Source: an optimization exercise on an open RTL-to-GDS flow (aim: small area). Production flows keep margins and buffers that such runs may drop. In this exercise RTL edits were held to simulation tests only and were not proved equivalent to the original. Power figures rest on the tool's default switching activity, not on a simulated workload. The flow treats the clock pin as an ideal source, which a real chip does not have.

==> violet <==
==> flow/design.v <==
package switch_cfg_pkg;
	parameter int WORD_W = 10;   
	parameter int DEST_W = 2;    
	parameter int NPORTS = 4;    
	parameter int DEPTH_DEFAULT = 8;    
	parameter int AF_THR_DEFAULT = 6;   
endpackage
package switch_types_pkg;
	parameter int WORD_W = 10;
	parameter int DEST_W = 2;
	parameter int NPORTS = 4;
	typedef logic [WORD_W-1:0] word_t;       
	typedef logic [DEST_W-1:0] dest_t;       
	typedef logic [NPORTS-1:0] port_vec_t;   
	typedef logic [7:0]        thr_t;        
	typedef enum logic [1:0] {
		ST_RESET,    
		ST_INIT,     
		ST_IDLE,     
		ST_ACTIVE    
	} ctrl_state_t;
	typedef struct packed {
		word_t [NPORTS-1:0] head;    
		port_vec_t          empty;   
	} ingress_stat_t;
	typedef struct packed {
		port_vec_t push;   
		word_t     word;   
	} xfer_t;
endpackage
`timescale 1ns/100ps
module switch_top (
	input  logic        clk,
	input  logic        arst_n,
	input  logic        init,
	input  logic [7:0]  thr_in,
	input  logic [3:0]  in_push,
	input  logic [39:0] in_word,
	output logic [3:0]  in_full,
	input  logic [3:0]  out_pop,
	output logic [39:0] out_word,
	output logic [3:0]  out_empty,
	output logic [3:0]  eg_afull,
	output logic [1:0]  state
);
	localparam logic [1:0] ST_RESET  = 2'd0;
	localparam logic [1:0] ST_INIT   = 2'd1;
	localparam logic [1:0] ST_IDLE   = 2'd2;
	localparam logic [1:0] ST_ACTIVE = 2'd3;
	logic [7:0][9:0] imem [4];
	logic [3:0] icnt [4];
	logic [2:0] irp  [4];
	logic [3:0] iempty;
	logic [3:0] ipop;
	logic [9:0] ihead [4];
	for (genvar i = 0; i < 4; i++) begin : g_in
		logic [2:0] wp;
		logic       wr;
		assign wp        = irp[i] + icnt[i][2:0];
		assign wr        = in_push[i] && !icnt[i][3];
		assign iempty[i] = (icnt[i] == 4'd0);
		assign in_full[i] = icnt[i][3];
		logic [7:0] rsel;
		assign rsel = 8'd1 << irp[i];
		always_comb begin
			ihead[i] = 10'd0;
			for (int k = 0; k < 8; k++) ihead[i] = ihead[i] | ({10{rsel[k]}} & imem[i][k]);
		end
		always_ff @(posedge clk) begin
			for (int k = 0; k < 8; k++) begin
				if (wr && wp == 3'(k)) imem[i][k] <= in_word[10*i +: 10];
			end
		end
		always_ff @(posedge clk) begin
			irp[i] <= irp[i] + 3'(ipop[i]);
		end
		always_ff @(posedge clk or negedge arst_n) begin
			if (!arst_n) begin
				icnt[i] <= 4'd0;
			end else begin
				icnt[i] <= icnt[i] + {{3{ipop[i] && !wr}}, wr ^ ipop[i]};   
			end
		end
	end
	logic       go;
	logic [9:0] xword;
	logic [3:0] xpush;
	assign go = state[1] && !(|eg_afull);   
	assign ipop[0] = go && !iempty[0];
	assign ipop[1] = go && iempty[0] && !iempty[1];
	assign ipop[2] = go && iempty[0] && iempty[1] && !iempty[2];
	assign ipop[3] = go && iempty[0] && iempty[1] && iempty[2] && !iempty[3];
	always_comb begin
		if (!iempty[0])      xword = ihead[0];
		else if (!iempty[1]) xword = ihead[1];
		else if (!iempty[2]) xword = ihead[2];
		else                 xword = ihead[3];
	end
	for (genvar e = 0; e < 4; e++) begin : g_xp
		assign xpush[e] = (|ipop) && (xword[9:8] == 2'(e));
	end
	logic [7:0][7:0] emem [4];
	logic [3:0] ecnt [4];
	logic [2:0] erp  [4];
	logic [3:0] thr;
	for (genvar e = 0; e < 4; e++) begin : g_eg
		logic [2:0] wp;
		logic       wr;
		logic       rd;
		assign wp           = erp[e] + ecnt[e][2:0];
		assign wr           = xpush[e] && !ecnt[e][3];
		assign rd           = out_pop[e] && !out_empty[e];
		assign out_empty[e] = (ecnt[e] == 4'd0);
		assign eg_afull[e]  = ecnt[e][3] ? !(thr[3] && thr[0])
		                                 : (!thr[3] && (ecnt[e][2:0] >= thr[2:0]));
		logic [7:0] rsel;
		logic [7:0] head;
		assign rsel = 8'd1 << erp[e];
		always_comb begin
			head = 8'd0;
			for (int k = 0; k < 8; k++) head = head | ({8{rsel[k]}} & emem[e][k]);
		end
		assign out_word[10*e +: 10] = {2'(e), head};
		always_ff @(posedge clk) begin
			for (int k = 0; k < 8; k++) begin
				if (wr && wp == 3'(k)) emem[e][k] <= xword[7:0];
			end
		end
		always_ff @(posedge clk) begin
			erp[e] <= erp[e] + 3'(rd);
		end
		always_ff @(posedge clk or negedge arst_n) begin
			if (!arst_n) begin
				ecnt[e] <= 4'd0;
			end else begin
				ecnt[e] <= ecnt[e] + {{3{rd && !wr}}, wr ^ rd};   
			end
		end
	end
	logic [1:0] state_nxt;
	always_comb begin
		case (state)
			ST_RESET:  state_nxt = ST_INIT;
			ST_INIT:   state_nxt = ST_IDLE;   
			ST_IDLE:   state_nxt = (&iempty) ? ST_IDLE : ST_ACTIVE;
			default:   state_nxt = ((&iempty) && (&out_empty)) ? ST_IDLE : ST_ACTIVE;
		endcase
		if (init) state_nxt = ST_INIT;
	end
	always_ff @(posedge clk or negedge arst_n) begin
		if (!arst_n) begin
			state <= ST_RESET;
		end else begin
			state <= state_nxt;
		end
	end
	always_ff @(posedge clk or negedge arst_n) begin
		if (!arst_n) begin
			thr <= 4'd6;
		end else if (state == ST_INIT && init) begin
			thr <= (thr_in > 8'd9) ? 4'd9 : thr_in[3:0];
		end
	end
endmodule
==> flow/flow/run.sh <==
#!/bin/bash
# Layout flow: the standard ORFS flow (standard.sh) with these changes.
#  Synthesis: synth_recipe.tcl as given, except that ORFS's synth.tcl runs ABC
#    with the area-oriented script abc_area.script (in this folder) and
#    ADDER_MAP_FILE is empty, so adders are left to ABC. The Yosys front end,
#    flip-flop mapping, flattening and renaming are unchanged, so the registers
#    are the standard synthesis's.
#  Placement: port buffers use sky130_fd_sc_hd__buf_1.
#  CTS: sinks clustered up to 30 within 100 um, no dummy loads.
# SLEW_MARGIN, CAP_MARGIN, CORE_UTILIZATION and PLACE_DENSITY come from config.mk.
# Each tool's full output: flow_make.log (make and all ORFS steps; ORFS also
# keeps per-step logs under orfs/logs).
set -euo pipefail
here=$(pwd)
fl="$here/flow"
# ORFS synth.tcl with the ABC script swapped
sed 's|^  log_cmd abc {\*}\$abc_args$|  lset abc_args 1 $::env(FLOW_ABC_SCRIPT)\n  log_cmd abc {*}$abc_args|' \
	"$FLOW_HOME/scripts/synth.tcl" > "$here/synth_area.tcl"
grep -q FLOW_ABC_SCRIPT "$here/synth_area.tcl"
# synth_recipe.tcl, sourcing that copy instead of ORFS's synth.tcl
sed 's|source \$::env(SCRIPTS_DIR)/synth.tcl|source '"$here"'/synth_area.tcl|' \
	"$here/synth_recipe.tcl" > "$here/synth_wrap.tcl"
grep -q synth_area.tcl "$here/synth_wrap.tcl"
export FLOW_ABC_SCRIPT="$fl/abc_area.script"
bash standard.sh \
	"SYNTH_SCRIPT=$here/synth_wrap.tcl" \
	"ADDER_MAP_FILE=" \
	"BUFFER_PORTS_ARGS=-buffer_cell sky130_fd_sc_hd__buf_1" \
	"CTS_ARGS=-sink_clustering_enable -repair_clock_nets -dont_use_dummy_load -sink_clustering_size 30 -sink_clustering_max_diameter 100" \
	finish > flow_make.log 2>&1
==> flow/flow/abc_area.script <==
&get -n
&st
&dch
&nf -R 1000 -p
&st
&dch
&nf -R 1000 -p
&st
&dch
&nf -R 1000 -p
&st
&dch
&nf -R 1000 -p
&put
buffer -c
topo
stime -c
dnsize -c
==> flow/standard.sh <==
#!/bin/bash
# synth_recipe.tcl (not shown) runs the flow's synth.tcl, then flattens the netlist and writes it again
# the make line also repeats each setting of config.mk as NAME=value (left out here)
make -C /OpenROAD-flow-scripts/flow DESIGN_CONFIG=/design/flow/config.mk WORK_HOME=/design/flow/orfs CLKGATE_MAP_FILE= SYNTH_SCRIPT=/design/flow/synth_recipe.tcl "${@:-finish}"
==> flow/config.mk <==
export PLATFORM = sky130hd
export DESIGN_NAME = switch_top
export DESIGN_NICKNAME = switch_top
export VERILOG_FILES = /design/flow/design.v
export SDC_FILE = /design/flow/constraint.sdc
export NUM_CORES = 4
export LEC_CHECK = 0
export CAP_MARGIN = 0
export CORE_MARGIN = 2
export CORE_UTILIZATION = 70
export PLACE_DENSITY = 0.85
export SLEW_MARGIN = 0
==> flow/constraint.sdc <==
create_clock -name core_clock -period 4.5 [get_ports {clk}]
set_input_delay 0.9000 -clock core_clock [delete_from_list [all_inputs] [get_ports {clk}]]
set_output_delay 0.9000 -clock core_clock [all_outputs]
set_load 0.01 [all_outputs]
==> raven: changes against violet <==
--- a/flow/design.v
+++ b/flow/design.v
@@ -69,5 +69,5 @@
 		always_ff @(posedge clk) begin
 			for (int k = 0; k < 8; k++) begin
-				if (wr && wp == 3'(k)) imem[i][k] <= in_word[10*i +: 10];
+				if (!icnt[i][3] && wp == 3'(k)) imem[i][k] <= in_word[10*i +: 10];
 			end
 		end
@@ -124,5 +124,5 @@
 		always_ff @(posedge clk) begin
 			for (int k = 0; k < 8; k++) begin
-				if (wr && wp == 3'(k)) emem[e][k] <= xword[7:0];
+				if (!ecnt[e][3] && wp == 3'(k)) emem[e][k] <= xword[7:0];
 			end
 		end
--- a/flow/flow/run.sh
+++ b/flow/flow/run.sh
@@ -8,4 +8,6 @@
 #  Placement: port buffers use sky130_fd_sc_hd__buf_1.
 #  CTS: sinks clustered up to 30 within 100 um, no dummy loads.
+#  Global route: RECOVER_POWER=100 lets repair_timing downsize gates off the
+#    critical paths.
 # SLEW_MARGIN, CAP_MARGIN, CORE_UTILIZATION and PLACE_DENSITY come from config.mk.
 # Each tool's full output: flow_make.log (make and all ORFS steps; ORFS also
@@ -28,3 +30,4 @@
 	"BUFFER_PORTS_ARGS=-buffer_cell sky130_fd_sc_hd__buf_1" \
 	"CTS_ARGS=-sink_clustering_enable -repair_clock_nets -dont_use_dummy_load -sink_clustering_size 30 -sink_clustering_max_diameter 100" \
+	"RECOVER_POWER=100" \
 	finish > flow_make.log 2>&1
==> flow/flow/abc_area.script (replaced) <==
strash
dch -f
amap
strash
dch -f
amap
strash
dch -f
amap
strash
dch -f
amap
buffer -c
topo
stime -c
dnsize -c
==> onyx: changes against violet <==
--- a/flow/design.v
+++ b/flow/design.v
@@ -48,5 +48,5 @@
 	localparam logic [1:0] ST_IDLE   = 2'd2;
 	localparam logic [1:0] ST_ACTIVE = 2'd3;
-	logic [7:0][9:0] imem [4];
+	logic [9:0] imem [4][8];
 	logic [3:0] icnt [4];
 	logic [2:0] irp  [4];
@@ -61,23 +61,18 @@
 		assign iempty[i] = (icnt[i] == 4'd0);
 		assign in_full[i] = icnt[i][3];
-		logic [7:0] rsel;
-		assign rsel = 8'd1 << irp[i];
-		always_comb begin
-			ihead[i] = 10'd0;
-			for (int k = 0; k < 8; k++) ihead[i] = ihead[i] | ({10{rsel[k]}} & imem[i][k]);
+		assign ihead[i]  = imem[i][irp[i]];
+		always_ff @(posedge clk) begin
+			if (wr) imem[i][wp] <= in_word[10*i +: 10];
 		end
 		always_ff @(posedge clk) begin
-			for (int k = 0; k < 8; k++) begin
-				if (wr && wp == 3'(k)) imem[i][k] <= in_word[10*i +: 10];
-			end
-		end
-		always_ff @(posedge clk) begin
-			irp[i] <= irp[i] + 3'(ipop[i]);
+			if (ipop[i]) irp[i] <= irp[i] + 3'd1;
 		end
 		always_ff @(posedge clk or negedge arst_n) begin
 			if (!arst_n) begin
 				icnt[i] <= 4'd0;
-			end else begin
-				icnt[i] <= icnt[i] + {{3{ipop[i] && !wr}}, wr ^ ipop[i]};   
+			end else if (wr && !ipop[i]) begin
+				icnt[i] <= icnt[i] + 4'd1;
+			end else if (ipop[i] && !wr) begin
+				icnt[i] <= icnt[i] - 4'd1;
 			end
 		end
@@ -100,5 +95,5 @@
 		assign xpush[e] = (|ipop) && (xword[9:8] == 2'(e));
 	end
-	logic [7:0][7:0] emem [4];
+	logic [7:0] emem [4][8];
 	logic [3:0] ecnt [4];
 	logic [2:0] erp  [4];
@@ -112,27 +107,19 @@
 		assign rd           = out_pop[e] && !out_empty[e];
 		assign out_empty[e] = (ecnt[e] == 4'd0);
-		assign eg_afull[e]  = ecnt[e][3] ? !(thr[3] && thr[0])
-		                                 : (!thr[3] && (ecnt[e][2:0] >= thr[2:0]));
-		logic [7:0] rsel;
-		logic [7:0] head;
-		assign rsel = 8'd1 << erp[e];
-		always_comb begin
-			head = 8'd0;
-			for (int k = 0; k < 8; k++) head = head | ({8{rsel[k]}} & emem[e][k]);
-		end
-		assign out_word[10*e +: 10] = {2'(e), head};
+		assign eg_afull[e]  = (ecnt[e] >= thr);
+		assign out_word[10*e +: 10] = {2'(e), emem[e][erp[e]]};
 		always_ff @(posedge clk) begin
-			for (int k = 0; k < 8; k++) begin
-				if (wr && wp == 3'(k)) emem[e][k] <= xword[7:0];
-			end
+			if (wr) emem[e][wp] <= xword[7:0];
 		end
 		always_ff @(posedge clk) begin
-			erp[e] <= erp[e] + 3'(rd);
+			if (rd) erp[e] <= erp[e] + 3'd1;
 		end
 		always_ff @(posedge clk or negedge arst_n) begin
 			if (!arst_n) begin
 				ecnt[e] <= 4'd0;
-			end else begin
-				ecnt[e] <= ecnt[e] + {{3{rd && !wr}}, wr ^ rd};   
+			end else if (wr && !rd) begin
+				ecnt[e] <= ecnt[e] + 4'd1;
+			end else if (rd && !wr) begin
+				ecnt[e] <= ecnt[e] - 4'd1;
 			end
 		end
==> flow/run.sh (new file) <==
#!/bin/bash
# synth_recipe.tcl (not shown) runs the flow's synth.tcl, then flattens the netlist and writes it again
# the make line also repeats each setting of config.mk as NAME=value (left out here)
make -C /OpenROAD-flow-scripts/flow DESIGN_CONFIG=/design/flow/config.mk WORK_HOME=/design/flow/orfs CLKGATE_MAP_FILE= SYNTH_SCRIPT=/design/flow/synth_recipe.tcl finish
--- a/flow/config.mk
+++ b/flow/config.mk
@@ -6,7 +6,6 @@
 export NUM_CORES = 4
 export LEC_CHECK = 0
-export CAP_MARGIN = 0
+export CAP_MARGIN = 20
 export CORE_MARGIN = 2
-export CORE_UTILIZATION = 70
-export PLACE_DENSITY = 0.85
-export SLEW_MARGIN = 0
+export CORE_UTILIZATION = 40
+export SLEW_MARGIN = 20
removed: flow/flow/run.sh
removed: flow/flow/abc_area.script
removed: flow/standard.sh
==> results.txt <==
raven finished but fails on capacitance limit, slew limit. violet completed with no timing, DRC or antenna violations. onyx ran to the end with no violations. Of onyx and violet, onyx has the higher clock power (gap about 110%, measured against violet). Sequential power, highest first: raven, violet, onyx. Against raven, the sequential cell count of onyx is higher by 6. In raven the critical path depth is lower than in violet, by 2. In raven the non-clock buffer count is higher than in violet, by 3. Between violet and raven, the lower die area is in raven (gap about 1.4%, measured against raven). Between violet and onyx, the lower hold slack is in onyx (gap 200 ps). The highest utilization belongs to raven, the lowest to onyx.

afterwards: timing with drivers on the ports:
No port has a modelled driver above. Below, the same layouts with a new extraction and two added sets of constraints. Step 1, drivers: a clkbuf_16 drives clk and a buf_2 each remaining input, both assumed. Step 2 moves the port delays by t, midway between the first and last clock arrival at a register: inputs arrive t later, outputs are due t later. That takes back most of the time a late clock gives input paths. a / b / c = no drivers / after step 1 / after step 2; a / b = the first two.
run	t, ns	setup WS [ns]	clock arrival spread, ns
violet	0.607	0.364 / 0.364 / 0.364	0.058 / 0.058
raven	0.613	0.278 / 0.278 / 0.278	0.067 / 0.067
onyx	0.655	0.291 / 0.291 / 0.291	0.030 / 0.030
